Context: an optimization exercise on an open-source flow, tuned for small area and few clock cycles per item. The choices shown serve that exercise and are no tape-out recipe. No functional check of the RTL was part of any run shown here.

==> flow/design.v (outline; a module is shown in full before it is edited, if it fits) <==
// module hsv_adjust_pipe: 93 lines
// module hsv_adjust_hue: 98 lines
// module hsv_adjust_gain: 1696 lines
// module hsv_adjust_ha: 4 lines
// module hsv_adjust_fa: 4 lines
module hsv_adjust_pipe #(
  parameter int          HW      = 25,
  parameter int          SW      = 18,
  parameter int          FRAC    = 16,
  parameter int unsigned HUE_MAX = 360 << FRAC
) (
  input  logic                 CLK,
  input  logic                 RST_N,
  input  logic                 IN_VALID,
  output logic                 IN_READY,
  input  logic                 IN_SOF,
  input  logic [HW-1:0]        H,
  input  logic [SW-1:0]        S,
  input  logic [SW-1:0]        V,
  input  logic                 CNTL_WR,
  input  logic signed [HW:0]   CNTL_HUE,
  input  logic signed [SW-1:0] CNTL_SAT,
  input  logic signed [SW-1:0] CNTL_VAL,
  input  logic                 CNTL_BYP,
  output logic                 OUT_VALID,
  input  logic                 OUT_READY,
  output logic                 OUT_SOF,
  output logic [HW-1:0]        HO,
  output logic [SW-1:0]        SO,
  output logic [SW-1:0]        VO
);
  // ...
==> flow/flow/run.sh <==
#!/bin/bash
# Standard ORFS layout, with the port buffers made from the smallest buffer
# (every input and output port still gets its own buffer).
set -o pipefail
export BUFFER_PORTS_ARGS="-buffer_cell sky130_fd_sc_hd__buf_1"
bash standard.sh synth > synth.log 2>&1 || exit 1
bash standard.sh finish > layout.log 2>&1 || exit 1
==> flow/standard.sh <==
#!/bin/bash
# synth_recipe.tcl (not shown) runs the flow's synth.tcl, then flattens the netlist and writes it again
# the make line also repeats each setting of config.mk as NAME=value (left out here)
make -C /OpenROAD-flow-scripts/flow DESIGN_CONFIG=/design/flow/config.mk WORK_HOME=/design/flow/orfs CLKGATE_MAP_FILE= SYNTH_SCRIPT=/design/flow/synth_recipe.tcl "${@:-finish}"
==> flow/config.mk <==
export PLATFORM = sky130hd
export DESIGN_NAME = hsv_adjust_pipe
export DESIGN_NICKNAME = hsv_adjust_pipe
export VERILOG_FILES = /design/flow/design.v
export SDC_FILE = /design/flow/constraint.sdc
export NUM_CORES = 4
export LEC_CHECK = 0
export CAP_MARGIN = 20
export CORE_MARGIN = 2
export CORE_UTILIZATION = 40
export SLEW_MARGIN = 20
export SYNTH_HIERARCHICAL = 1
export SYNTH_MINIMUM_KEEP_SIZE = 0
==> flow/constraint.sdc <==
create_clock -name core_clock -period 10.0 [get_ports {CLK}]
set_input_delay 2.0000 -clock core_clock [delete_from_list [all_inputs] [get_ports {CLK}]]
set_output_delay 2.0000 -clock core_clock [all_outputs]
set_load 0.01 [all_outputs]
==> summary.txt, run 1 <==
Route
  • Number of design rule violations left after detail routing: 0
  • Total routed wirelength: 65560 um
  • Wirelength per Cell: 21.40 um
  • Max Used Layer: met5
  • Post-detailed-route via-to-cell ratio: 5.409
  • Routed via count: 16.57k

STA
  • Number of slew-limit violations in the final report: 0
  • Fmax achieved: 86.75 MHz
  • Worst hold slack after final layout: 475.1 ps
  • Worst Slack Setup Final: -1527 ps
  • Count of endpoints failing setup in the final report: 6

Setup path
  • Number of buffers and inverters on the critical path: 1
  • Signal arrival time at the worst endpoint: 9530 ps
  • Launching element type of the critical path: register
  • Biggest cell delay along the critical path: 490 ps
  • Capturing point of the worst reg2reg path: act[22]

Cells and area
  • Clock buffers: 19
  • Multi-input logic area: 0.01770 sq mm
  • Fill cell instance count of the final layout: 5316
  • Max-area cell class: multi-input gates
  • Count of antenna diodes in the layout: 2
  • Area overhead of the layout relative to synthesis: 11.43%
  • Most frequent cells in the layout: sky130_fd_sc_hd__nand2_1 (595), sky130_fd_sc_hd__fa_1 (508), sky130_fd_sc_hd__buf_1 (186)

Status
  • Result of the run: finished with violations
  • Layout Check Fail Reasons: negative setup slack

Synthesis
  • Xor and xnor fraction of the mapped netlist area: 0.9036%
  • Share of flip-flops with an asynchronous set or reset: 1.587%
  • Most numerous cell in the Yosys netlist: sky130_fd_sc_hd__nand2_1
  • Proportion of synthesized area in mux cells: 2.840%
  • Number of storage elements in the synthesis netlist: 189

Placed design
  • HPWL Detailed: 47540 um
  • Area after detailed placement: 0.02495 sq mm
  • Weighted congestion at the end of routability-driven global placement: 0.8647

Global route
  • Global route hottest layer: met2
  • Global routing met2 resource utilization: 38.27%

Clock network
  • Clock-pin slew on the worst setup and hold paths: 80 ps

Floorplanning
  • Std cell rows: 88
==> module hsv_adjust_hue, before the edit <==
module hsv_adjust_hue (
  input  logic [24:0] h,
  input  logic [24:0] off,
  input  logic        byp,
  output logic [24:0] y
);
  logic clamp, c19;
  logic [18:0] hc;
  logic [5:0] hc_hi;
  logic [6:0] t0, t1;
  logic [5:0] r0, r1;
  logic hs1;
  logic hc2;
  logic hs3;
  logic hc4;
  logic hs5;
  logic hc6;
  logic hs7;
  logic hc8;
  logic hs9;
  logic hc10;
  logic hs11;
  logic hc12;
  logic hs13;
  logic hc14;
  logic hs15;
  logic hc16;
  logic hs17;
  logic hc18;
  logic hs19;
  logic hc20;
  logic hs21;
  logic hc22;
  logic hs23;
  logic hc24;
  logic hs25;
  logic hc26;
  logic hs27;
  logic hc28;
  logic hs29;
  logic hc30;
  logic hs31;
  logic hc32;
  logic hp33;
  logic hg34;
  logic hp35;
  logic hg36;
  logic hp37;
  logic hg38;
  logic hg39;
  logic hp40;
  logic hg41;
  logic hp42;
  logic hg43;
  logic hp44;
  logic hg45;
  logic hp46;
  logic hs47;
  logic hs48;
  logic hs49;
  assign clamp = ~byp & (h[24:19] >= 6'd45);
  assign hc = h[18:0] | {19{clamp}};
  assign hc_hi = clamp ? 6'd44 : h[24:19];
  hsv_adjust_ha u_hs1 (.a(hc[0]), .b(off[0]), .s(hs1), .c(hc2));
  hsv_adjust_fa u_hs3 (.a(hc[1]), .b(off[1]), .c(hc2), .s(hs3), .co(hc4));
  hsv_adjust_fa u_hs5 (.a(hc[2]), .b(off[2]), .c(hc4), .s(hs5), .co(hc6));
  hsv_adjust_fa u_hs7 (.a(hc[3]), .b(off[3]), .c(hc6), .s(hs7), .co(hc8));
  hsv_adjust_fa u_hs9 (.a(hc[4]), .b(off[4]), .c(hc8), .s(hs9), .co(hc10));
  hsv_adjust_fa u_hs11 (.a(hc[5]), .b(off[5]), .c(hc10), .s(hs11), .co(hc12));
  hsv_adjust_fa u_hs13 (.a(hc[6]), .b(off[6]), .c(hc12), .s(hs13), .co(hc14));
  hsv_adjust_fa u_hs15 (.a(hc[7]), .b(off[7]), .c(hc14), .s(hs15), .co(hc16));
  hsv_adjust_fa u_hs17 (.a(hc[8]), .b(off[8]), .c(hc16), .s(hs17), .co(hc18));
  hsv_adjust_fa u_hs19 (.a(hc[9]), .b(off[9]), .c(hc18), .s(hs19), .co(hc20));
  hsv_adjust_fa u_hs21 (.a(hc[10]), .b(off[10]), .c(hc20), .s(hs21), .co(hc22));
  hsv_adjust_fa u_hs23 (.a(hc[11]), .b(off[11]), .c(hc22), .s(hs23), .co(hc24));
  hsv_adjust_fa u_hs25 (.a(hc[12]), .b(off[12]), .c(hc24), .s(hs25), .co(hc26));
  hsv_adjust_fa u_hs27 (.a(hc[13]), .b(off[13]), .c(hc26), .s(hs27), .co(hc28));
  hsv_adjust_fa u_hs29 (.a(hc[14]), .b(off[14]), .c(hc28), .s(hs29), .co(hc30));
  hsv_adjust_fa u_hs31 (.a(hc[15]), .b(off[15]), .c(hc30), .s(hs31), .co(hc32));
  hsv_adjust_ha u_hp33 (.a(hc[16]), .b(off[16]), .s(hp33), .c(hg34));
  hsv_adjust_ha u_hp35 (.a(hc[17]), .b(off[17]), .s(hp35), .c(hg36));
  hsv_adjust_ha u_hp37 (.a(hc[18]), .b(off[18]), .s(hp37), .c(hg38));
  assign hg39 = hg34 | (hp33 & hc32);
  assign hg41 = hg38 | (hp37 & hg36);
  assign hp42 = hp37 & hp35;
  assign hg43 = hg36 | (hp35 & hg39);
  assign hg45 = hg41 | (hp42 & hg39);
  assign hs47 = hp33 ^ hc32;
  assign hs48 = hp35 ^ hg39;
  assign hs49 = hp37 ^ hg43;
  assign c19 = hg45;
  assign y[18:0] = {hs49, hs48, hs47, hs31, hs29, hs27, hs25, hs23, hs21, hs19, hs17, hs15, hs13, hs11, hs9, hs7, hs5, hs3, hs1};
  assign t0 = {1'b0, hc_hi} + {1'b0, off[24:19]} + {6'd0, c19};
  assign r0 = (~byp & (t0 >= 7'd45)) ? 6'(t0 - 7'd45) : t0[5:0];
  assign t1 = '0;
  assign r1 = '0;
  assign y[24:19] = r0;
endmodule
==> run 2: changes to the inputs <==
--- a/flow/design.v
+++ b/flow/design.v
@@ -122,18 +122,18 @@
   logic hc18;
   logic hs19;
   logic hc20;
-  logic hs21;
-  logic hc22;
-  logic hs23;
-  logic hc24;
-  logic hs25;
-  logic hc26;
-  logic hs27;
-  logic hc28;
-  logic hs29;
-  logic hc30;
-  logic hs31;
-  logic hc32;
+  logic hp21;
+  logic hg22;
+  logic hp23;
+  logic hg24;
+  logic hp25;
+  logic hg26;
+  logic hp27;
+  logic hg28;
+  logic hp29;
+  logic hg30;
+  logic hp31;
+  logic hg32;
   logic hp33;
   logic hg34;
   logic hp35;
@@ -148,9 +148,37 @@
   logic hp44;
   logic hg45;
   logic hp46;
-  logic hs47;
-  logic hs48;
-  logic hs49;
+  logic hg47;
+  logic hp48;
+  logic hg49;
+  logic hp50;
+  logic hg51;
+  logic hp52;
+  logic hg53;
+  logic hp54;
+  logic hg55;
+  logic hp56;
+  logic hg57;
+  logic hp58;
+  logic hg59;
+  logic hp60;
+  logic hg61;
+  logic hp62;
+  logic hg63;
+  logic hp64;
+  logic hg65;
+  logic hp66;
+  logic hg67;
+  logic hp68;
+  logic hs69;
+  logic hs70;
+  logic hs71;
+  logic hs72;
+  logic hs73;
+  logic hs74;
+  logic hs75;
+  logic hs76;
+  logic hs77;
   assign clamp = ~byp & (h[24:19] >= 6'd45);
   assign hc = h[18:0] | {19{clamp}};
   assign hc_hi = clamp ? 6'd44 : h[24:19];
@@ -164,25 +192,47 @@
   hsv_adjust_fa u_hs15 (.a(hc[7]), .b(off[7]), .c(hc14), .s(hs15), .co(hc16));
   hsv_adjust_fa u_hs17 (.a(hc[8]), .b(off[8]), .c(hc16), .s(hs17), .co(hc18));
   hsv_adjust_fa u_hs19 (.a(hc[9]), .b(off[9]), .c(hc18), .s(hs19), .co(hc20));
-  hsv_adjust_fa u_hs21 (.a(hc[10]), .b(off[10]), .c(hc20), .s(hs21), .co(hc22));
-  hsv_adjust_fa u_hs23 (.a(hc[11]), .b(off[11]), .c(hc22), .s(hs23), .co(hc24));
-  hsv_adjust_fa u_hs25 (.a(hc[12]), .b(off[12]), .c(hc24), .s(hs25), .co(hc26));
-  hsv_adjust_fa u_hs27 (.a(hc[13]), .b(off[13]), .c(hc26), .s(hs27), .co(hc28));
-  hsv_adjust_fa u_hs29 (.a(hc[14]), .b(off[14]), .c(hc28), .s(hs29), .co(hc30));
-  hsv_adjust_fa u_hs31 (.a(hc[15]), .b(off[15]), .c(hc30), .s(hs31), .co(hc32));
+  hsv_adjust_ha u_hp21 (.a(hc[10]), .b(off[10]), .s(hp21), .c(hg22));
+  hsv_adjust_ha u_hp23 (.a(hc[11]), .b(off[11]), .s(hp23), .c(hg24));
+  hsv_adjust_ha u_hp25 (.a(hc[12]), .b(off[12]), .s(hp25), .c(hg26));
+  hsv_adjust_ha u_hp27 (.a(hc[13]), .b(off[13]), .s(hp27), .c(hg28));
+  hsv_adjust_ha u_hp29 (.a(hc[14]), .b(off[14]), .s(hp29), .c(hg30));
+  hsv_adjust_ha u_hp31 (.a(hc[15]), .b(off[15]), .s(hp31), .c(hg32));
   hsv_adjust_ha u_hp33 (.a(hc[16]), .b(off[16]), .s(hp33), .c(hg34));
   hsv_adjust_ha u_hp35 (.a(hc[17]), .b(off[17]), .s(hp35), .c(hg36));
   hsv_adjust_ha u_hp37 (.a(hc[18]), .b(off[18]), .s(hp37), .c(hg38));
-  assign hg39 = hg34 | (hp33 & hc32);
-  assign hg41 = hg38 | (hp37 & hg36);
-  assign hp42 = hp37 & hp35;
-  assign hg43 = hg36 | (hp35 & hg39);
-  assign hg45 = hg41 | (hp42 & hg39);
-  assign hs47 = hp33 ^ hc32;
-  assign hs48 = hp35 ^ hg39;
-  assign hs49 = hp37 ^ hg43;
-  assign c19 = hg45;
-  assign y[18:0] = {hs49, hs48, hs47, hs31, hs29, hs27, hs25, hs23, hs21, hs19, hs17, hs15, hs13, hs11, hs9, hs7, hs5, hs3, hs1};
+  assign hg39 = hg22 | (hp21 & hc20);
+  assign hg41 = hg26 | (hp25 & hg24);
+  assign hp42 = hp25 & hp23;
+  assign hg43 = hg30 | (hp29 & hg28);
+  assign hp44 = hp29 & hp27;
+  assign hg45 = hg34 | (hp33 & hg32);
+  assign hp46 = hp33 & hp31;
+  assign hg47 = hg38 | (hp37 & hg36);
+  assign hp48 = hp37 & hp35;
+  assign hg49 = hg24 | (hp23 & hg39);
+  assign hg51 = hg41 | (hp42 & hg39);
+  assign hg53 = hg32 | (hp31 & hg43);
+  assign hp54 = hp31 & hp44;
+  assign hg55 = hg45 | (hp46 & hg43);
+  assign hp56 = hp46 & hp44;
+  assign hg57 = hg28 | (hp27 & hg51);
+  assign hg59 = hg43 | (hp44 & hg51);
+  assign hg61 = hg53 | (hp54 & hg51);
+  assign hg63 = hg55 | (hp56 & hg51);
+  assign hg65 = hg36 | (hp35 & hg63);
+  assign hg67 = hg47 | (hp48 & hg63);
+  assign hs69 = hp21 ^ hc20;
+  assign hs70 = hp23 ^ hg39;
+  assign hs71 = hp25 ^ hg49;
+  assign hs72 = hp27 ^ hg51;
+  assign hs73 = hp29 ^ hg57;
+  assign hs74 = hp31 ^ hg59;
+  assign hs75 = hp33 ^ hg61;
+  assign hs76 = hp35 ^ hg63;
+  assign hs77 = hp37 ^ hg65;
+  assign c19 = hg67;
+  assign y[18:0] = {hs77, hs76, hs75, hs74, hs73, hs72, hs71, hs70, hs69, hs19, hs17, hs15, hs13, hs11, hs9, hs7, hs5, hs3, hs1};
   assign t0 = {1'b0, hc_hi} + {1'b0, off[24:19]} + {6'd0, c19};
   assign r0 = (~byp & (t0 >= 7'd45)) ? 6'(t0 - 7'd45) : t0[5:0];
   assign t1 = '0;
--- a/flow/config.mk
+++ b/flow/config.mk
@@ -7,7 +7,7 @@
 export LEC_CHECK = 0
 export CAP_MARGIN = 20
 export CORE_MARGIN = 2
-export CORE_UTILIZATION = 40
+export CORE_UTILIZATION = 60
 export SLEW_MARGIN = 20
 export SYNTH_HIERARCHICAL = 1
 export SYNTH_MINIMUM_KEEP_SIZE = 0
==> run 2 against run 1 <==
Net effect:
- the run now finishes clean
- wire length fell by 5.4%
- core utilization grew 22 points
- non-clock buffer count rose by 20
- final cell count decreased by 6.7%
- critical endpoint is now HO[21]
- largest cell class unchanged
==> summary.txt, run 2 <==
Setup path
  • Source of the critical timing path: b_h[20]
  • Signal arrival time at the worst endpoint: 7930 ps (-1600 ps)
  • Register-to-register setup slack: 7870 ps
  • Classification of the worst setup path: reg -> out
  • Category of the worst setup path capture point: output pin
  • Critical-path cell with the highest stage delay: sky130_fd_sc_hd__fa_1
  • Endpoint required time on the critical path: 8000 ps
  • Maximum fanout along the worst path: 4
  • Dominant cell type by count on the critical path: sky130_fd_sc_hd__fa_2
  • Launching element type of the critical path: register
  • Worst reg2reg startpoint: OUT_VALID
  • Capturing point of the worst reg2reg path: act[27]
  • Biggest cell delay along the critical path: 460 ps (-30 ps)
  • Capturing instance or port of the critical path: HO[21]
  • FF-to-FF path depth: 3

Global route
  • Overflow after GRT: 0
  • Pin count of the biggest net entering global routing: 74
  • Global-route wire length before repair: 98860 um
  • Initial antenna violation count: 8
  • Global-route usage over all layers: 32.12%
  • Via count of the first global-routing pass: 18.74k

STA
  • Slew margin rel.: 30.68%
  • Tightest Pin Transition: 1040 ps
  • RSZ-0062 raised after global routing: yes
  • Fmax achieved: 100.7 MHz (+16%)
  • Count of endpoints failing setup in the final report: 0 (-6)
  • Worst Slack Setup Final: 70.75 ps (+1598 ps)
  • Number of slew-limit violations in the final report: 0 (unchanged)
  • Clock tree skew after final layout: 22.10 ps
  • Final period utilization: 99.29%
  • Number of endpoints with negative hold slack in the final report: 0
  • Crit path time final: 9929 ps

Floorplanning
  • Effective utilization at floorplan: 60.60%
  • Vertical die dimension: 201.3 um
  • Die span in x: 201.3 um
  • Die area: 0.04053 sq mm
  • Std cell rows: 72 (-18%)
  • Top-level I/O count: 194
  • Area of the core: 0.03856 sq mm

Cells and area
  • Final cell count without fillers: 2857
  • Fill cell instance count of the final layout: 3096 (-42%)
  • Share of layout cells above drive strength 1: 11.64%
  • Final-stage net count: 3072
  • Most common library cell in the layout ignoring fill and taps: sky130_fd_sc_hd__nand2_1
  • Biggest registers after layout: act (62), pend (62), b_h (25)
  • Most frequent cells in the layout: sky130_fd_sc_hd__nand2_1 (595), sky130_fd_sc_hd__fa_1 (509), sky130_fd_sc_hd__buf_1 (188)
  • Area overhead of the layout relative to synthesis: 10.45%

Synthesis
  • Number of storage elements in the synthesis netlist: 189 (unchanged)
  • Most numerous cell in the Yosys netlist: sky130_fd_sc_hd__nand2_1
  • Post-synthesis simple-gate area fraction: 16.02%
  • Share of the synthesized area in compound gates (AO/OA/AOI/OAI): 4.975%
  • Share of flip-flops with an asynchronous set or reset: 1.587% (unchanged)
  • Proportion of synthesized area in mux cells: 2.785% (-0.055 points)
  • Post-synth cell types: 65
  • Area of the mapped netlist: 0.02336 sq mm
  • Post-synth top flop: sky130_fd_sc_hd__edfxtp_1
  • Xor and xnor fraction of the mapped netlist area: 1.012% (+0.11 points)
  • Post-Synthesis Mean Instance Area: 10.90 sq um
  • List of most frequent post-synthesis cells: sky130_fd_sc_hd__nand2_1 (596), sky130_fd_sc_hd__fa_1 (519), sky130_fd_sc_hd__clkbuf_1 (141)
  • Top cell type's share of synthesized area: 44.47%
  • Sequential cell area fraction in the yosys report: 21.57%
  • Ranking of synthesized cells by area: sky130_fd_sc_hd__fa_1 (44%), sky130_fd_sc_hd__edfxtp_1 (16%), sky130_fd_sc_hd__nand2_1 (9.6%)
  • Synth warn: 7
  • Number of synthesized flops with an enable pin: 124
  • Instance count of the mapped netlist: 2144
  • Fraction of the mapped netlist area in adder cells: 49.83%
  • Combinational family with the most area after synthesis: adder cells
  • Post-synthesis cell type with the largest combined area: sky130_fd_sc_hd__fa_1

Route
  • Post-detailed-route via-to-cell ratio: 5.826 (+7.7%)
  • First DRT Iteration DRCs: 1306
  • Number of design rule violations left after detail routing: 0 (unchanged)
  • Antenna Violating Nets Remaining: 0
  • Wirelength per Cell: 21.72 um (+1.5%)
  • TritonRoute pass-1 iters: 5
  • Routed via count: 16.65k (+0.47%)
  • Total routed wirelength: 62050 um (-5.4%)

Clock network
  • H-tree levels: 4
  • Worst-Skew Late Latency: 490 ps
  • Cell at the root of the clock tree: sky130_fd_sc_hd__clkbuf_16
  • Number of clock buffers inserted by TritonCTS: 17
  • Bufs on Longest Clock Path: 2
  • TritonCTS clock tree: built
  • Number of clock sinks seen by CTS: 189
  • Clock-pin slew on the worst setup and hold paths: 70 ps (about the same)

Min path
  • Classification of the worst-slack hold path: reg -> reg

Placed design
  • Number of placed cells counting well taps: 2773
  • Weighted congestion at the end of routability-driven global placement: 0.8702 (+0.64%)
  • Post-place setup slack: -79.70 ps
  • I/O Buffers: 193
  • HPWL Detailed: 44410 um (-6.6%)

Status
  • Result of the run: complete, no violations

Job
  • Max-cap violation count: 0
## run 2: changes by cell type after synthesis, sizes merged, moves of 2 or more
cell | previous run | this run
clkbuf | 141 | 143
ha | 92 | 100
fa | 525 | 519
xnor2 | 22 | 26
nor2 | 100 | 106
a21oi | 87 | 90
buf | 46 | 44
a31oi | 7 | 9
## run 2: layer usage
| layer | share of wire [%] | global-route usage, % |
|---|---|---|
| met1 | 39 | 40.70 |
| met5 | 0.10 | 0 |
| met2 | 49 | 52.30 |
| met3 | 9.1 | 8.973 |
| met4 | 3.2 | 13.68 |
## run 2: final cells by class
class                   instances  area (sq um)  area share, %
clock buffers                  19         432.9          1.678
repair buffers                317          1812          7.021
flip-flops and latches        189          5040          19.53
clock inverters                13         127.6         0.4946
well taps                     518         648.1          2.512
diodes                          3         7.507        0.02909
inverters                      11         43.79         0.1697
multi-input cells            1787         17690          68.57
## run 2: worst min path at each step
stage               startpoint       end  slack [ps]  cells after the start
floorplan              act_vld   act_vld         440                      1
global placement      pend[36]  pend[36]         450                      1
detailed placement    pend[44]  pend[44]         460                      1
CTS                   pend[57]  pend[57]         480                      2
global route          pend[48]  pend[48]         480                      1
finish                pend[34]  pend[34]         480                      1
## run 2: modules after synthesis, one instance, submodules excluded
module           times used  area, sq um  cells inside  flops+latches
hsv_adjust_fa           517        20.02             1              0
hsv_adjust_gain           2         2487           552              0
hsv_adjust_hue            1        953.4           131              0
hsv_adjust_ha            72        12.51             1              0
hsv_adjust_pipe           1         6185           320            189
## run 2: logic make-up (layout without fill, tap and decap cells)
group,after synthesis,in the layout
AO/OA/AOI/OAI,176,176
XOR/XNOR,27,27
adder cells (fa/ha/maj),619,619
buffers and inverters,198,360
flip-flops,189,189
multiplexers,58,58
other,2,35
AND/OR/NAND/NOR,875,875
## run 2: repair_timing
item,CTS,global route
pin swaps,12,10
hold buffers,0,0
setup buffers,9,39
gates resized for setup,23,30
setup endpoints to repair,9,40
## run 2: critical path: cells and delay by family, from the launching register on
kind                     cells  cell delay (ps)
adder cells (fa/ha/maj)     14             4440
AO/OA/AOI/OAI               12             1950
flip-flops                   1              390
AND/OR/NAND/NOR              3              380
buffers and inverters        2              300
## run 2: through the flow
stage	instance area [sq um]	hold slack, ps	utilization, %	TNS (ps)
after CTS	25330	476.9	65.70	0
after global placement	24630	453.8	63.87	0
after global routing	25800	483.2	66.91	-934.0
after floorplan	23480	441.9	-	0
final	25800	475.5	66.93	0
after detailed placement	24630	458.2	63.87	-195.2
==> module hsv_adjust_pipe, before the edit <==
module hsv_adjust_pipe #(
  parameter int          HW      = 25,
  parameter int          SW      = 18,
  parameter int          FRAC    = 16,
  parameter int unsigned HUE_MAX = 360 << FRAC
) (
  input  logic                 CLK,
  input  logic                 RST_N,
  input  logic                 IN_VALID,
  output logic                 IN_READY,
  input  logic                 IN_SOF,
  input  logic [HW-1:0]        H,
  input  logic [SW-1:0]        S,
  input  logic [SW-1:0]        V,
  input  logic                 CNTL_WR,
  input  logic signed [HW:0]   CNTL_HUE,
  input  logic signed [SW-1:0] CNTL_SAT,
  input  logic signed [SW-1:0] CNTL_VAL,
  input  logic                 CNTL_BYP,
  output logic                 OUT_VALID,
  input  logic                 OUT_READY,
  output logic                 OUT_SOF,
  output logic [HW-1:0]        HO,
  output logic [SW-1:0]        SO,
  output logic [SW-1:0]        VO
);
  localparam logic [HW:0]   HMAX    = HUE_MAX[HW:0];
  localparam int unsigned   HLAST_I = HUE_MAX - 1;
  localparam logic [HW-1:0] HLAST   = HLAST_I[HW-1:0];
  typedef struct packed {
    logic [HW-1:0] hue;
    logic [SW-1:0] sat;
    logic [SW-1:0] val;
    logic          byp;
  } cntl_t;
  logic  accept, take, pend_flag, act_vld;
  logic  [HW:0] hue_norm;
  cntl_t wr_set, pend, pend_nx, act;
  assign IN_READY = ~OUT_VALID | OUT_READY;
  assign accept   = IN_VALID & IN_READY;
  assign take     = accept & IN_SOF & (pend_flag | CNTL_WR);
  always_comb begin
    hue_norm = CNTL_HUE;
    if (CNTL_HUE[HW])
      hue_norm = CNTL_HUE + HMAX;
    wr_set  = {hue_norm[HW-1:0], CNTL_SAT, CNTL_VAL, CNTL_BYP};
    pend_nx = CNTL_WR ? wr_set : pend;
  end
  always_ff @(posedge CLK)
    pend <= pend_nx;
  always_ff @(posedge CLK)
    if (take)
      act <= pend_nx;
  always_ff @(posedge CLK or negedge RST_N) begin
    if (!RST_N) begin
      act_vld   <= 1'b0;
      pend_flag <= 1'b0;
    end else begin
      if (take) begin
        act_vld   <= 1'b1;
        pend_flag <= 1'b0;
      end else if (CNTL_WR) begin
        pend_flag <= 1'b1;
      end
    end
  end
  logic          b_sof;
  logic [HW-1:0] b_h;
  logic [SW-1:0] b_s, b_v;
  always_ff @(posedge CLK or negedge RST_N) begin
    if (!RST_N)
      OUT_VALID <= 1'b0;
    else if (IN_READY)
      OUT_VALID <= IN_VALID;
  end
  always_ff @(posedge CLK) begin
    if (IN_READY) begin
      b_sof <= IN_SOF;
      b_h   <= H;
      b_s   <= S;
      b_v   <= V;
    end
  end
  logic zero, byp;
  assign zero = act.byp | ~act_vld;
  assign byp  = act.byp & act_vld;
  hsv_adjust_gain u_sg (.x(b_s), .g(act.sat), .z(zero), .byp(byp), .y(SO));
  hsv_adjust_gain u_vg (.x(b_v), .g(act.val), .z(zero), .byp(byp), .y(VO));
  logic [HW-1:0] off;
  assign off     = act.hue & {HW{~zero}};
  assign OUT_SOF = b_sof;
  hsv_adjust_hue u_hue (.h(b_h), .off(off), .byp(byp), .y(HO));
endmodule
==> run 3: changes to the inputs <==
--- a/flow/design.v
+++ b/flow/design.v
@@ -33,7 +33,7 @@
     logic [SW-1:0] val;
     logic          byp;
   } cntl_t;
-  logic  accept, take, pend_flag, act_vld;
+  logic  accept, take, pend_flag;
   logic  [HW:0] hue_norm;
   cntl_t wr_set, pend, pend_nx, act;
   assign IN_READY = ~OUT_VALID | OUT_READY;
@@ -51,13 +51,16 @@
   always_ff @(posedge CLK)
     if (take)
       act <= pend_nx;
+  logic zero, byp;
   always_ff @(posedge CLK or negedge RST_N) begin
     if (!RST_N) begin
-      act_vld   <= 1'b0;
+      zero      <= 1'b1;
+      byp       <= 1'b0;
       pend_flag <= 1'b0;
     end else begin
       if (take) begin
-        act_vld   <= 1'b1;
+        zero      <= pend_nx.byp;
+        byp       <= pend_nx.byp;
         pend_flag <= 1'b0;
       end else if (CNTL_WR) begin
         pend_flag <= 1'b1;
@@ -81,9 +84,6 @@
       b_v   <= V;
     end
   end
-  logic zero, byp;
-  assign zero = act.byp | ~act_vld;
-  assign byp  = act.byp & act_vld;
   hsv_adjust_gain u_sg (.x(b_s), .g(act.sat), .z(zero), .byp(byp), .y(SO));
   hsv_adjust_gain u_vg (.x(b_v), .g(act.val), .z(zero), .byp(byp), .y(VO));
   logic [HW-1:0] off;
@@ -118,10 +118,10 @@
   logic hc14;
   logic hs15;
   logic hc16;
-  logic hs17;
-  logic hc18;
-  logic hs19;
-  logic hc20;
+  logic hp17;
+  logic hg18;
+  logic hp19;
+  logic hg20;
   logic hp21;
   logic hg22;
   logic hp23;
@@ -170,15 +170,27 @@
   logic hp66;
   logic hg67;
   logic hp68;
-  logic hs69;
-  logic hs70;
-  logic hs71;
-  logic hs72;
-  logic hs73;
-  logic hs74;
-  logic hs75;
-  logic hs76;
-  logic hs77;
+  logic hg69;
+  logic hp70;
+  logic hg71;
+  logic hp72;
+  logic hg73;
+  logic hp74;
+  logic hg75;
+  logic hp76;
+  logic hg77;
+  logic hp78;
+  logic hs79;
+  logic hs80;
+  logic hs81;
+  logic hs82;
+  logic hs83;
+  logic hs84;
+  logic hs85;
+  logic hs86;
+  logic hs87;
+  logic hs88;
+  logic hs89;
   assign clamp = ~byp & (h[24:19] >= 6'd45);
   assign hc = h[18:0] | {19{clamp}};
   assign hc_hi = clamp ? 6'd44 : h[24:19];
@@ -190,8 +202,8 @@
   hsv_adjust_fa u_hs11 (.a(hc[5]), .b(off[5]), .c(hc10), .s(hs11), .co(hc12));
   hsv_adjust_fa u_hs13 (.a(hc[6]), .b(off[6]), .c(hc12), .s(hs13), .co(hc14));
   hsv_adjust_fa u_hs15 (.a(hc[7]), .b(off[7]), .c(hc14), .s(hs15), .co(hc16));
-  hsv_adjust_fa u_hs17 (.a(hc[8]), .b(off[8]), .c(hc16), .s(hs17), .co(hc18));
-  hsv_adjust_fa u_hs19 (.a(hc[9]), .b(off[9]), .c(hc18), .s(hs19), .co(hc20));
+  hsv_adjust_ha u_hp17 (.a(hc[8]), .b(off[8]), .s(hp17), .c(hg18));
+  hsv_adjust_ha u_hp19 (.a(hc[9]), .b(off[9]), .s(hp19), .c(hg20));
   hsv_adjust_ha u_hp21 (.a(hc[10]), .b(off[10]), .s(hp21), .c(hg22));
   hsv_adjust_ha u_hp23 (.a(hc[11]), .b(off[11]), .s(hp23), .c(hg24));
   hsv_adjust_ha u_hp25 (.a(hc[12]), .b(off[12]), .s(hp25), .c(hg26));
@@ -201,38 +213,48 @@
   hsv_adjust_ha u_hp33 (.a(hc[16]), .b(off[16]), .s(hp33), .c(hg34));
   hsv_adjust_ha u_hp35 (.a(hc[17]), .b(off[17]), .s(hp35), .c(hg36));
   hsv_adjust_ha u_hp37 (.a(hc[18]), .b(off[18]), .s(hp37), .c(hg38));
-  assign hg39 = hg22 | (hp21 & hc20);
-  assign hg41 = hg26 | (hp25 & hg24);
-  assign hp42 = hp25 & hp23;
-  assign hg43 = hg30 | (hp29 & hg28);
-  assign hp44 = hp29 & hp27;
-  assign hg45 = hg34 | (hp33 & hg32);
-  assign hp46 = hp33 & hp31;
-  assign hg47 = hg38 | (hp37 & hg36);
-  assign hp48 = hp37 & hp35;
-  assign hg49 = hg24 | (hp23 & hg39);
-  assign hg51 = hg41 | (hp42 & hg39);
-  assign hg53 = hg32 | (hp31 & hg43);
-  assign hp54 = hp31 & hp44;
-  assign hg55 = hg45 | (hp46 & hg43);
-  assign hp56 = hp46 & hp44;
-  assign hg57 = hg28 | (hp27 & hg51);
-  assign hg59 = hg43 | (hp44 & hg51);
-  assign hg61 = hg53 | (hp54 & hg51);
-  assign hg63 = hg55 | (hp56 & hg51);
-  assign hg65 = hg36 | (hp35 & hg63);
-  assign hg67 = hg47 | (hp48 & hg63);
-  assign hs69 = hp21 ^ hc20;
-  assign hs70 = hp23 ^ hg39;
-  assign hs71 = hp25 ^ hg49;
-  assign hs72 = hp27 ^ hg51;
-  assign hs73 = hp29 ^ hg57;
-  assign hs74 = hp31 ^ hg59;
-  assign hs75 = hp33 ^ hg61;
-  assign hs76 = hp35 ^ hg63;
-  assign hs77 = hp37 ^ hg65;
-  assign c19 = hg67;
-  assign y[18:0] = {hs77, hs76, hs75, hs74, hs73, hs72, hs71, hs70, hs69, hs19, hs17, hs15, hs13, hs11, hs9, hs7, hs5, hs3, hs1};
+  assign hg39 = hg18 | (hp17 & hc16);
+  assign hg41 = hg22 | (hp21 & hg20);
+  assign hp42 = hp21 & hp19;
+  assign hg43 = hg26 | (hp25 & hg24);
+  assign hp44 = hp25 & hp23;
+  assign hg45 = hg30 | (hp29 & hg28);
+  assign hp46 = hp29 & hp27;
+  assign hg47 = hg34 | (hp33 & hg32);
+  assign hp48 = hp33 & hp31;
+  assign hg49 = hg38 | (hp37 & hg36);
+  assign hp50 = hp37 & hp35;
+  assign hg51 = hg20 | (hp19 & hg39);
+  assign hg53 = hg41 | (hp42 & hg39);
+  assign hg55 = hg28 | (hp27 & hg43);
+  assign hp56 = hp27 & hp44;
+  assign hg57 = hg45 | (hp46 & hg43);
+  assign hp58 = hp46 & hp44;
+  assign hg59 = hg36 | (hp35 & hg47);
+  assign hp60 = hp35 & hp48;
+  assign hg61 = hg49 | (hp50 & hg47);
+  assign hp62 = hp50 & hp48;
+  assign hg63 = hg24 | (hp23 & hg53);
+  assign hg65 = hg43 | (hp44 & hg53);
+  assign hg67 = hg55 | (hp56 & hg53);
+  assign hg69 = hg57 | (hp58 & hg53);
+  assign hg71 = hg32 | (hp31 & hg69);
+  assign hg73 = hg47 | (hp48 & hg69);
+  assign hg75 = hg59 | (hp60 & hg69);
+  assign hg77 = hg61 | (hp62 & hg69);
+  assign hs79 = hp17 ^ hc16;
+  assign hs80 = hp19 ^ hg39;
+  assign hs81 = hp21 ^ hg51;
+  assign hs82 = hp23 ^ hg53;
+  assign hs83 = hp25 ^ hg63;
+  assign hs84 = hp27 ^ hg65;
+  assign hs85 = hp29 ^ hg67;
+  assign hs86 = hp31 ^ hg69;
+  assign hs87 = hp33 ^ hg71;
+  assign hs88 = hp35 ^ hg73;
+  assign hs89 = hp37 ^ hg75;
+  assign c19 = hg77;
+  assign y[18:0] = {hs89, hs88, hs87, hs86, hs85, hs84, hs83, hs82, hs81, hs80, hs79, hs15, hs13, hs11, hs9, hs7, hs5, hs3, hs1};
   assign t0 = {1'b0, hc_hi} + {1'b0, off[24:19]} + {6'd0, c19};
   assign r0 = (~byp & (t0 >= 7'd45)) ? 6'(t0 - 7'd45) : t0[5:0];
   assign t1 = '0;
--- a/flow/config.mk
+++ b/flow/config.mk
@@ -7,7 +7,7 @@
 export LEC_CHECK = 0
 export CAP_MARGIN = 20
 export CORE_MARGIN = 2
-export CORE_UTILIZATION = 60
+export CORE_UTILIZATION = 40
 export SLEW_MARGIN = 20
 export SYNTH_HIERARCHICAL = 1
 export SYNTH_MINIMUM_KEEP_SIZE = 0
==> run 3 against run 2 <==
Net effect:
- core utilization decreased by 22 points
- global-route usage decreased by 9.8 points
- maximum frequency increased by 2.7%
- wire length increased by 4.3%
- first-iteration DRC count decreased by 15%
- non-clock buffer count decreased by 46
==> summary.txt, run 3 <==
Setup path
  • Maximum fanout along the worst path: 8 (+4)
  • Register-to-register setup slack: 7130 ps (-740 ps)
  • Endpoint required time on the critical path: 8000 ps (about the same)
  • Dominant cell type by count on the critical path: sky130_fd_sc_hd__fa_1
  • Signal arrival time at the worst endpoint: 7670 ps (-260 ps)
  • Critical-path cell with the highest stage delay: sky130_fd_sc_hd__fa_2
  • Biggest cell delay along the critical path: 470 ps (about the same)
  • FF-to-FF path depth: 5 (+2)
  • Category of the worst setup path capture point: output pin
  • Launching element type of the critical path: register
  • Classification of the worst setup path: reg -> out

STA
  • Worst Slack Setup Final: 332.8 ps (+262.0 ps)
  • Number of slew-limit violations in the final report: 0 (unchanged)
  • Slew margin rel.: 32.37% (+1.7 points)
  • Fmax achieved: 103.4 MHz (+2.7%)
  • Number of endpoints with negative hold slack in the final report: 0 (unchanged)
  • Clock tree skew after final layout: 11.99 ps (-10.11 ps)
  • Crit path time final: 9667 ps (-262.0 ps)
  • Final period utilization: 96.67% (-2.6 points)
  • Count of endpoints failing setup in the final report: 0 (unchanged)
  • Setup TNS: 0 ps (unchanged)
  • RSZ-0062 raised after global routing: no
  • Tightest Pin Transition: 1014 ps (-25.35 ps)
  • Worst hold slack after final layout: 458.9 ps (-16.58 ps)

Cells and area
  • Flip-flop count of the largest register after layout: 62
  • Most frequent cells in the layout: sky130_fd_sc_hd__nand2_1 (595), sky130_fd_sc_hd__fa_1 (513), sky130_fd_sc_hd__buf_1 (190)
  • Share of layout cells above drive strength 1: 8.841% (-2.8 points)
  • Fill cell instance count of the final layout: 5438 (+76%)
  • Most common library cell in the layout ignoring fill and taps: sky130_fd_sc_hd__nand2_1
  • Final-stage net count: 3032 (-1.3%)
  • Non-Filler Cell Area, Final: 0.02563 sq mm (-0.66%)
  • Area overhead of the layout relative to synthesis: 9.650%
  • Count of antenna diodes in the layout: 0 (-3)
  • Sequential standard cell area: 0.005040 sq mm (unchanged)
  • Top reg by flops: pend
  • Multi-input logic area: 0.01767 sq mm (-0.14%)
  • Biggest registers after layout: pend (62), act (61), b_h (25)

Synthesis
  • Most numerous cell in the Yosys netlist: sky130_fd_sc_hd__nand2_1
  • Post-synth top flop: sky130_fd_sc_hd__edfxtp_1
  • Top cell type's share of synthesized area: 44.27% (-0.20 points)
  • Post-synth cell types: 64 (-1.5%)
  • Sequential cell area fraction in the yosys report: 21.54% (-0.030 points)
  • Synth warn: 7 (unchanged)
  • Area of the mapped netlist: 0.02338 sq mm (about the same)
  • Post-Synthesis Mean Instance Area: 10.87 sq um (-0.26%)
  • Ranking of synthesized cells by area: sky130_fd_sc_hd__fa_1 (44%), sky130_fd_sc_hd__edfxtp_1 (16%), sky130_fd_sc_hd__nand2_1 (9.6%)
  • Instance count of the mapped netlist: 2151 (+0.33%)
  • Post-synthesis cell type with the largest combined area: sky130_fd_sc_hd__fa_1
  • Number of storage elements in the synthesis netlist: 189 (unchanged)
  • Number of synthesized flops with an enable pin: 123 (-0.81%)
  • List of most frequent post-synthesis cells: sky130_fd_sc_hd__nand2_1 (595), sky130_fd_sc_hd__fa_1 (517), sky130_fd_sc_hd__clkbuf_1 (142)
  • Share of flip-flops with an asynchronous set or reset: 2.116% (+0.53 points)

Placed design
  • Post-place setup slack: 278.8 ps (+358.5 ps)
  • Area after detailed placement: 0.02494 sq mm (+1.3%)
  • Weighted congestion at the end of routability-driven global placement: 0.8775 (+0.84%)
  • I/O Buffers: 193 (unchanged)
  • HPWL Detailed: 48270 um (+8.7%)

Floorplanning
  • Top-level I/O count: 194 (unchanged)
  • Std cell rows: 88 (+22%)
  • Die area: 0.06040 sq mm (+49%)
  • Die span in x: 245.8 um (+22%)
  • Vertical die dimension: 245.8 um (+22%)
  • Effective utilization at floorplan: 40.52% (-20 points)
  • Area of the core: 0.05770 sq mm (+50%)

Status
  • Result of the run: complete, no violations

Route
  • TritonRoute pass-1 iters: 6 (+1)
  • Max Used Layer: met5
  • Post-detailed-route via-to-cell ratio: 5.384 (-7.6%)
  • Wirelength per Cell: 21.15 um (-2.6%)
  • Antenna Violating Nets Remaining: 0 (unchanged)
  • Post-route met1 wirelength: 26570 um (+10%)
  • Routed length on met2: 31300 um (+3.6%)
  • Routed via count: 16.48k (-1.0%)
  • Total routed wirelength: 64740 um (+4.3%)
  • Amount of wire on met3 after detailed routing: 4965 um (-12%)
  • First DRT Iteration DRCs: 1107 (-15%)
  • Number of design rule violations left after detail routing: 0 (unchanged)

Global route
  • Pin count of the biggest net entering global routing: 66 (-11%)
  • Global-route usage over all layers: 22.37% (-9.8 points)
  • Initial antenna violation count: 2 (-6)
  • Overflow after GRT: 0 (unchanged)
  • Via count of the first global-routing pass: 18.96k (+1.2%)
  • Global-route wire length before repair: 103300 um (+4.4%)

Min path
  • Classification of the worst-slack hold path: reg -> reg
  • Min-Delay Path Depth: 1 (unchanged)

Job
  • Max-cap violation count: 0 (unchanged)

Clock network
  • Number of clock buffers inserted by TritonCTS: 17 (unchanged)
  • Worst-Skew Late Latency: 480 ps (about the same)
  • Number of clock sinks seen by CTS: 189 (unchanged)
  • Bufs on Longest Clock Path: 2 (unchanged)
  • Cell at the root of the clock tree: sky130_fd_sc_hd__clkbuf_16
  • Post-CTS Hold Fix Bufs: 0 (unchanged)
  • TritonCTS clock tree: built
  • H-tree levels: 4 (unchanged)
  • Clock-pin slew on the worst setup and hold paths: 80 ps (about the same)
==> run 3: final timing paths <==
path	startpoint	end
worst max-delay path	b_h[19]	HO[19]
worst min-delay path	pend[47]	pend[47]
worst max register to register	OUT_VALID	byp
worst min register to register	pend[47]	pend[47]
max in group asynchronous	RST_N	zero
min in group asynchronous	RST_N	OUT_VALID
==> run 3: worst max-delay path, delay by kind of cell, from the launching register on <==
kind | cells | cell delay (ps)
fa+ha+maj | 11 | 3860
flops | 1 | 400
buf+inv | 2 | 310
simple gates | 4 | 430
xor+xnor | 1 | 180
compound gates | 10 | 2020
==> run 3: layout make-up <==
type | count | share of cell area [%]
Clock buffer | 19 | 1.811
Clock inverter | 13 | 0.5467
Inverter | 11 | 0.1611
Multi-Input combinational cell | 1793 | 68.92
Sequential cell | 189 | 19.66
Tap cell | 765 | 3.734
Timing Repair Buffer | 271 | 5.164
==> run 3: per-module statistics from Yosys, one instance, submodules excluded <==
module | cell area (sq um) | copies in the design | cells inside
hsv_adjust_fa | 20.02 | 515 | 1
hsv_adjust_gain | 2487 | 2 | 552
hsv_adjust_ha | 12.51 | 74 | 1
hsv_adjust_hue | 998.5 | 1 | 140
hsv_adjust_pipe | 6170 | 1 | 318
==> run 3: cell families (layout without fill, tap and decap cells) <==
| group | after synthesis | count (layout) | synth area share [%] |
|---|---|---|---|
| and+or+nand+nor | 870 | 870 | 15.86 |
| adders and majority gates | 619 | 619 | 49.73 |
| buffers and inverters | 199 | 314 | 3.698 |
| DFF | 189 | 189 | 21.54 |
| AOI/OAI and AO/OA | 181 | 181 | 5.041 |
| muxes | 61 | 61 | 2.970 |
| xor gates and xnor gates | 30 | 30 | 1.124 |
| other | 2 | 32 | 0.03212 |
==> run 3: per-stage QoR <==
| stage | instances | utilization (%) |
|---|---|---|
| 2_1_floorplan | 2181 | - |
| 3_3_place_gp | 3027 | 43.23 |
| 3_5_place_dp | 3027 | 43.23 |
| 4_1_cts | 3059 | 44.30 |
| 5_1_grt | 3061 | 44.43 |
| 6_report | 3061 | 44.43 |
==> run 3: repair_timing <==
| item | in CTS | in global routing |
|---|---|---|
| setup endpoints to repair | 5 | 22 |
| setup buffers | 0 | 2 |
| gates resized for setup | 5 | 17 |
| pin swaps | 1 | 7 |
| gates cloned | 0 | 0 |
==> run 3: routing by layer <==
layer,vias to the layer above,track usage (%)
met2,716,36.77
met4,4,7.843
met3,134,5.129
li1,7096,-
met1,8530,29.05
met5,-,0
==> run 4: changes to the inputs <==
--- a/flow/config.mk
+++ b/flow/config.mk
@@ -8,6 +8,7 @@
 export CAP_MARGIN = 20
 export CORE_MARGIN = 2
 export CORE_UTILIZATION = 40
+export CTS_BUF_LIST = sky130_fd_sc_hd__clkbuf_8
 export SLEW_MARGIN = 20
 export SYNTH_HIERARCHICAL = 1
 export SYNTH_MINIMUM_KEEP_SIZE = 0
==> run 4 against run 3 <==
Net effect:
- die area unchanged
- sequential share of layout area up 0.11 points
- hold slack better by 8.3 ps
- synthesized area unchanged
- global-route usage about the same
- critical path depth unchanged
- first-iteration DRC count down 6.2%
- synthesized cell count unchanged
- clock skew up 5.4 ps
- critical path type unchanged
==> summary.txt, run 4 <==
Status
  • Result of the run: complete, no violations

Synthesis
  • Sequential cell area fraction in the yosys report: 21.54% (unchanged)
  • List of most frequent post-synthesis cells: sky130_fd_sc_hd__nand2_1 (595), sky130_fd_sc_hd__fa_1 (517), sky130_fd_sc_hd__clkbuf_1 (142)
  • Post-Synthesis Mean Instance Area: 10.87 sq um (unchanged)
  • Number of storage elements in the synthesis netlist: 189 (unchanged)
  • Instance count of the mapped netlist: 2151 (unchanged)
  • Most numerous cell in the Yosys netlist: sky130_fd_sc_hd__nand2_1
  • Share of flip-flops with an asynchronous set or reset: 2.116% (unchanged)
  • Post-synth cell types: 64 (unchanged)
  • Number of synthesized flops with an enable pin: 123 (unchanged)
  • Ranking of synthesized cells by area: sky130_fd_sc_hd__fa_1 (44%), sky130_fd_sc_hd__edfxtp_1 (16%), sky130_fd_sc_hd__nand2_1 (9.6%)
  • Synth warn: 7 (unchanged)
  • Post-synthesis cell type with the largest combined area: sky130_fd_sc_hd__fa_1
  • Area of the mapped netlist: 0.02338 sq mm (unchanged)
  • Top cell type's share of synthesized area: 44.27% (unchanged)
  • Post-synth top flop: sky130_fd_sc_hd__edfxtp_1

STA
  • Number of endpoints with negative hold slack in the final report: 0 (unchanged)
  • Slew margin rel.: 31.81% (-0.56 points)
  • Worst Slack Setup Final: 265.4 ps (-67.40 ps)
  • Tightest Pin Transition: 1023 ps (+8.370 ps)
  • Clock tree skew after final layout: 17.40 ps (+5.412 ps)
  • Setup TNS: 0 ps (unchanged)
  • Crit path time final: 9735 ps (+67.40 ps)
  • RSZ-0062 raised after global routing: yes
  • Fmax achieved: 102.7 MHz (-0.69%)
  • Number of slew-limit violations in the final report: 0 (unchanged)
  • Count of endpoints failing setup in the final report: 0 (unchanged)
  • Final period utilization: 97.35% (+0.67 points)

Setup path
  • FF-to-FF path depth: 5 (unchanged)
  • Category of the worst setup path capture point: output pin
  • Dominant cell type by count on the critical path: sky130_fd_sc_hd__fa_2
  • Classification of the worst setup path: reg -> out
  • Signal arrival time at the worst endpoint: 7730 ps (+60 ps)
  • Critical-path cell with the highest stage delay: sky130_fd_sc_hd__fa_2
  • Endpoint required time on the critical path: 8000 ps (about the same)
  • Launching element type of the critical path: register
  • Biggest cell delay along the critical path: 480 ps (about the same)
  • Maximum fanout along the worst path: 8 (unchanged)

Cells and area
  • Sequential standard cell area: 0.005040 sq mm (unchanged)
  • Biggest registers after layout: pend (62), act (61), b_h (25)
  • Multi-input logic area: 0.01769 sq mm (+0.14%)
  • Final-stage net count: 3033 (+0.033%)
  • Top reg by flops: pend
  • Flip-flop count of the largest register after layout: 62 (unchanged)
  • Most common library cell in the layout ignoring fill and taps: sky130_fd_sc_hd__nand2_1
  • Share of layout cells above drive strength 1: 9.186% (+0.34 points)
  • Count of antenna diodes in the layout: 0 (unchanged)
  • Most frequent cells in the layout: sky130_fd_sc_hd__nand2_1 (595), sky130_fd_sc_hd__fa_1 (512), sky130_fd_sc_hd__buf_1 (188)
  • Area overhead of the layout relative to synthesis: 9.018%
  • Fill cell instance count of the final layout: 5462 (+0.44%)

Route
  • Post-detailed-route via-to-cell ratio: 5.415 (+0.58%)
  • Antenna Violating Nets Remaining: 0 (unchanged)
  • Routed via count: 16.58k (+0.61%)
  • TritonRoute pass-1 iters: 6 (unchanged)
  • Number of design rule violations left after detail routing: 0 (unchanged)
  • Total routed wirelength: 64650 um (-0.13%)
  • Wirelength per Cell: 21.11 um (-0.16%)
  • First DRT Iteration DRCs: 1038 (-6.2%)

Placed design
  • Weighted congestion at the end of routability-driven global placement: 0.8775 (unchanged)
  • I/O Buffers: 193 (unchanged)
  • HPWL Detailed: 48270 um (unchanged)
  • Post-place setup slack: 278.8 ps (unchanged)

Job
  • Max-cap violation count: 0 (unchanged)

Floorplanning
  • Die span in x: 245.8 um (unchanged)
  • Vertical die dimension: 245.8 um (unchanged)
  • Std cell rows: 88 (unchanged)
  • Effective utilization at floorplan: 40.52% (unchanged)
  • Top-level I/O count: 194 (unchanged)
  • Area of the core: 0.05770 sq mm (unchanged)
  • Die area: 0.06040 sq mm (unchanged)

Global route
  • Global-route usage over all layers: 22.37% (about the same)
  • Initial antenna violation count: 2 (unchanged)
  • Met3 Use GR: 5.413% (+0.28 points)
  • Pin count of the biggest net entering global routing: 66 (unchanged)
  • Global-route wire length before repair: 103200 um (about the same)
  • Overflow after GRT: 0 (unchanged)
  • Global routing met2 resource utilization: 36.71% (-0.058 points)
  • Via count of the first global-routing pass: 18.92k (-0.21%)
  • Global route hottest layer: met2
  • Met1 track demand over resource in global routing: 28.93% (-0.11 points)

Min path
  • Min-Delay Path Depth: 1 (unchanged)
  • Classification of the worst-slack hold path: reg -> reg

Clock network
  • TritonCTS clock tree: built
  • Number of clock buffers inserted by TritonCTS: 17 (unchanged)
  • Clock-pin slew on the worst setup and hold paths: 110 ps (+30 ps)
  • Bufs on Longest Clock Path: 2 (unchanged)
  • Post-CTS Hold Fix Bufs: 0 (unchanged)
  • Cell at the root of the clock tree: sky130_fd_sc_hd__clkbuf_8
  • Number of clock sinks seen by CTS: 189 (unchanged)
  • H-tree levels: 4 (unchanged)
  • Worst-Skew Late Latency: 560 ps (+80 ps)
[run 4: cell types whose count changed in the layout (fill, tap and decap cells not counted), sizes merged]
| cell | before | now |
|---|---|---|
| bufinv | 0 | 1 |
| clkbuf | 22 | 21 |
| buf | 268 | 269 |
[run 4: cell type report]
type,instances,area share [%]
multi-input combinational,1793,69.42
clock inverter,14,0.6676
clock buffer,18,0.9720
tap,765,3.756
timing repair buffer,272,5.248
sequential,189,19.77
inverter,11,0.1620
[run 4: path summary, 6_finish.rpt]
| path | from | slack [ps] | to |
|---|---|---|---|
| setup / recovery | b_h[20] | 270 | HO[23] |
| hold / removal | pend[47] | 470 | pend[47] |
| setup reg to reg | OUT_VALID | 7130 | byp |
| hold reg to reg | pend[47] | 470 | pend[47] |
| max in group asynchronous | RST_N | 8400 | zero |
| min in group asynchronous | RST_N | 1300 | OUT_VALID |
[run 4: kinds of logic (layout without fill, tap and decap cells)]
kind of cell / count (synthesis) / in the layout / share of synthesized area [%]
XOR/XNOR: 30 / 30 / 1.124
buffers and inverters: 199 / 315 / 3.698
flip-flops: 189 / 189 / 21.54
other: 2 / 32 / 0.03212
AND/OR/NAND/NOR: 870 / 870 / 15.86
adder cells (fa/ha/maj): 619 / 619 / 49.73
AO/OA/AOI/OAI: 181 / 181 / 5.041
multiplexers: 61 / 61 / 2.970
[run 4: stage by stage]
stage,cells,hold slack (ps),cell area [sq um],utilization [%]
after floorplan,2181,428.6,23490,-
after global placement,3027,438.6,24940,43.23
after detailed placement,3027,447.9,24940,43.23
after CTS,3060,474.9,25400,44.02
after global routing,3062,498.6,25490,44.18
final,3062,467.2,25490,44.18
[run 4: modules after synthesis (local to each module, per instance)]
module,cells inside,flip-flops and latches,times used,area [sq um]
hsv_adjust_gain,552,0,2,2487
hsv_adjust_hue,140,0,1,998.5
hsv_adjust_pipe,318,189,1,6170
hsv_adjust_fa,1,0,515,20.02
hsv_adjust_ha,1,0,74,12.51
[run 4: repair_timing]
action | 4_1_cts | 5_1_grt
hold endpoints to repair | 0 | 0
setup endpoints to repair | 6 | 38
pin swaps | 6 | 6
resized for setup | 11 | 19
setup buffers | 1 | 2
[run 4: worst max-delay path: cells and delay by family, from the launching register on]
family                   cells  cell delay [ps]
AO/OA/AOI/OAI               10             1950
adder cells (fa/ha/maj)     11             3820
buffers and inverters        2              300
flip-flops                   1              420
AND/OR/NAND/NOR              5              680
[run 4: layer usage]
layer  wire, um  part of all wire [%]
met5         25                 0.039
met1      26330                    41
met2      31380                    49
met4       1853                   2.9
met3       5070                   7.8
==> run 5: changes to the inputs <==
==> flow/config.mk (replaced) <==
export PLATFORM = sky130hd
export DESIGN_NAME = hsv_adjust_pipe
export DESIGN_NICKNAME = hsv_adjust_pipe
export VERILOG_FILES = /design/flow/design.v
export SDC_FILE = /design/flow/constraint.sdc
export NUM_CORES = 4
export LEC_CHECK = 0
export CAP_MARGIN = 0
export CORE_MARGIN = 2
export CORE_UTILIZATION = 40
export SLEW_MARGIN = 0
export SYNTH_HIERARCHICAL = 1
export SYNTH_MINIMUM_KEEP_SIZE = 0
==> run 5 against run 4 <==
Net effect:
- register-to-register slack barely moved
- clock skew fell by 5.4 ps
- synthesized cell count did not move
- wire length rose by 0.13%
- sequential share of layout area fell by 0.11 points
==> summary.txt, run 5 <==
Status
  • Result of the run: complete, no violations

Route
  • Number of design rule violations left after detail routing: 0 (unchanged)
  • Total routed wirelength: 64740 um (+0.13%)
  • TritonRoute pass-1 iters: 6 (unchanged)
  • First DRT Iteration DRCs: 1107 (+6.6%)
  • Routed via count: 16.48k (-0.61%)
  • Wirelength per Cell: 21.15 um (+0.16%)
  • Post-detailed-route via-to-cell ratio: 5.384 (-0.58%)
  • Antenna Violating Nets Remaining: 0 (unchanged)

Synthesis
  • Ranking of synthesized cells by area: sky130_fd_sc_hd__fa_1 (44%), sky130_fd_sc_hd__edfxtp_1 (16%), sky130_fd_sc_hd__nand2_1 (9.6%)
  • Synth warn: 7 (unchanged)
  • Post-synth cell types: 64 (unchanged)
  • Instance count of the mapped netlist: 2151 (unchanged)
  • Post-synth top flop: sky130_fd_sc_hd__edfxtp_1
  • Post-synthesis cell type with the largest combined area: sky130_fd_sc_hd__fa_1
  • Share of flip-flops with an asynchronous set or reset: 2.116% (unchanged)
  • Post-Synthesis Mean Instance Area: 10.87 sq um (unchanged)
  • Number of synthesized flops with an enable pin: 123 (unchanged)
  • List of most frequent post-synthesis cells: sky130_fd_sc_hd__nand2_1 (595), sky130_fd_sc_hd__fa_1 (517), sky130_fd_sc_hd__clkbuf_1 (142)
  • Most numerous cell in the Yosys netlist: sky130_fd_sc_hd__nand2_1
  • Top cell type's share of synthesized area: 44.27% (unchanged)
  • Number of storage elements in the synthesis netlist: 189 (unchanged)
  • Sequential cell area fraction in the yosys report: 21.54% (unchanged)
  • Area of the mapped netlist: 0.02338 sq mm (unchanged)

Global route
  • Global-route usage over all layers: 22.37% (about the same)
  • Overflow after GRT: 0 (unchanged)
  • Pin count of the biggest net entering global routing: 66 (unchanged)
  • Global-route wire length before repair: 103300 um (about the same)
  • Via count of the first global-routing pass: 18.96k (+0.21%)
  • Initial antenna violation count: 2 (unchanged)

Setup path
  • Endpoint required time on the critical path: 8000 ps (about the same)
  • Biggest cell delay along the critical path: 470 ps (about the same)
  • Critical-path cell with the highest stage delay: sky130_fd_sc_hd__fa_2
  • Capturing instance or port of the critical path: HO[19]
  • Register-to-register setup slack: 7130 ps (about the same)
  • Signal arrival time at the worst endpoint: 7670 ps (-60 ps)
  • Worst reg2reg startpoint: OUT_VALID
  • Top cell family by delay on the critical path: adder cells
  • Category of the worst setup path capture point: output pin
  • Classification of the worst setup path: reg -> out
  • Capturing point of the worst reg2reg path: byp
  • FF-to-FF path depth: 5 (unchanged)
  • Cell count along the critical path: 28 (unchanged)
  • Maximum fanout along the worst path: 8 (unchanged)
  • Launching element type of the critical path: register
  • Source of the critical timing path: b_h[19]
  • Number of buffers and inverters on the critical path: 2 (unchanged)
  • Dominant cell type by count on the critical path: sky130_fd_sc_hd__fa_1

Cells and area
  • Util after Layout: 44.43% (+0.26 points)
  • Fill cell instance count of the final layout: 5438 (-0.44%)
  • Sequential standard cell area: 0.005040 sq mm (unchanged)
  • Area overhead of the layout relative to synthesis: 9.650%
  • Multi-input logic area: 0.01767 sq mm (-0.14%)
  • Most common library cell in the layout ignoring fill and taps: sky130_fd_sc_hd__nand2_1
  • Final-stage net count: 3032 (-0.033%)
  • Most frequent cells in the layout: sky130_fd_sc_hd__nand2_1 (595), sky130_fd_sc_hd__fa_1 (513), sky130_fd_sc_hd__buf_1 (190)
  • Final cell count without fillers: 3061 (-0.033%)
  • Count of antenna diodes in the layout: 0 (unchanged)
  • Top reg by flops: pend
  • Share of layout cells above drive strength 1: 8.841% (-0.34 points)
  • Biggest registers after layout: pend (62), act (61), b_h (25)
  • Flip-flop count of the largest register after layout: 62 (unchanged)

Clock network
  • Cell at the root of the clock tree: sky130_fd_sc_hd__clkbuf_16
  • Worst-Skew Late Latency: 480 ps (-80 ps)
  • Clock-pin slew on the worst setup and hold paths: 80 ps (-30 ps)
  • TritonCTS clock tree: built
  • Number of clock buffers inserted by TritonCTS: 17 (unchanged)
  • Bufs on Longest Clock Path: 2 (unchanged)
  • Number of clock sinks seen by CTS: 189 (unchanged)
  • H-tree levels: 4 (unchanged)

STA
  • Tightest Pin Transition: 1014 ps (-8.370 ps)
  • Fmax achieved: 103.4 MHz (+0.70%)
  • Count of endpoints failing setup in the final report: 0 (unchanged)
  • Crit path time final: 9667 ps (-67.40 ps)
  • Setup TNS: 0 ps (unchanged)
  • Number of slew-limit violations in the final report: 0 (unchanged)
  • Worst hold slack after final layout: 458.9 ps (-8.293 ps)
  • RSZ-0062 raised after global routing: no
  • Slew margin rel.: 32.37% (+0.56 points)
  • Number of endpoints with negative hold slack in the final report: 0 (unchanged)
  • Clock tree skew after final layout: 11.99 ps (-5.412 ps)
  • Final period utilization: 96.67% (-0.67 points)

Job
  • Max-cap violation count: 0 (unchanged)

Min path
  • Classification of the worst-slack hold path: reg -> reg

Placed design
  • Number of placed cells counting well taps: 3027 (unchanged)
  • Weighted congestion at the end of routability-driven global placement: 0.8775 (unchanged)
  • HPWL Detailed: 48270 um (unchanged)
  • I/O Buffers: 193 (unchanged)

Floorplanning
  • Std cell rows: 88 (unchanged)
  • Vertical die dimension: 245.8 um (unchanged)
  • Die span in x: 245.8 um (unchanged)
  • Area of the core: 0.05770 sq mm (unchanged)
  • Die area: 0.06040 sq mm (unchanged)
  • Top-level I/O count: 194 (unchanged)
  • Effective utilization at floorplan: 40.52% (unchanged)
-- run 5: stage by stage --
step / worst slack [ps] / instance area (sq um)
final: 332.8 / 25630
after floorplan: 892.5 / 23490
after detailed placement: 278.8 / 24940
after CTS: 2.752 / 25560
after global placement: 556.9 / 24940
after global routing: 35.60 / 25630
-- run 5: layer usage --
layer	up-vias	wire length (um)	track usage [%]
li1	7096	-	-
met2	716	31300	36.77
met1	8530	26570	29.05
met5	-	25	0
met3	134	4965	5.129
met4	4	1876	7.843
-- run 5: worst min-delay path by stage --
stage,start,endpoint,slack (ps),cells past startpoint
after floorplan,pend[47],pend[47],430,1
after global placement,pend[55],pend[55],440,1
after detailed placement,pend[47],pend[47],450,1
after CTS,pend[47],pend[47],470,1
after global routing,pend[45],pend[45],490,1
final,pend[47],pend[47],460,1
-- run 5: cell type report --
type / instances / share of cell area, %
Timing Repair Buffer: 271 / 5.164
Multi-Input combinational cell: 1793 / 68.92
Clock buffer: 19 / 1.811
Clock inverter: 13 / 0.5467
Inverter: 11 / 0.1611
Sequential cell: 189 / 19.66
Tap cell: 765 / 3.734
-- run 5: timing repair --
| action | in CTS | in global routing |
|---|---|---|
| pin swaps | 1 | 7 |
| resized for setup | 5 | 17 |
| endpoints found under the setup margin | 5 | 22 |
| hold buffers | 0 | 0 |
| buffers inserted | 0 | 2 |
-- run 5: logic make-up after synthesis --
group           Yosys count  synth area share [%]
simple gates            870                 15.86
fa+ha+maj               619                 49.73
buf+inv                 199                 3.698
flops                   189                 21.54
compound gates          181                 5.041
mux                      61                 2.970
xor+xnor                 30                 1.124
other cells               2               0.03212
-- run 5: modules after synthesis (local to each module, per instance) --
| module | flops+latches | area, sq um | cells inside |
|---|---|---|---|
| hsv_adjust_gain | 0 | 2487 | 552 |
| hsv_adjust_fa | 0 | 20.02 | 1 |
| hsv_adjust_ha | 0 | 12.51 | 1 |
| hsv_adjust_hue | 0 | 998.5 | 140 |
| hsv_adjust_pipe | 189 | 6170 | 318 |

static timing again, ports no longer ideal:
In the flow no input, the clock included, has a driving cell. The finished layouts below were timed again as built, in two steps. Step 1: set_driving_cell puts a clkbuf_16 on CLK and a buf_2 on each other input, an assumption about the parent block. Step 2 also shifts input and output timing later by t, the mid clock arrival at the registers, as if the neighbouring blocks saw the same clock. Slacks: ideal ports / drivers / drivers and shift; pairs: ideal ports / drivers.
| run | t (ns) | setup slack, ns | worst setup path after step 2 |
|---|---|---|---|
| run 1 | 0.538 | -1.527 / -1.579 / -1.042 | register to output |
| run 2 | 0.538 | 0.071 / 0.012 / 0.550 | register to output |
| run 3 | 0.536 | 0.333 / 0.279 / 0.815 | register to output |
| run 4 | 0.605 | 0.265 / 0.216 / 0.821 | register to output |
| run 5 | 0.536 | 0.333 / 0.279 / 0.815 | register to output |
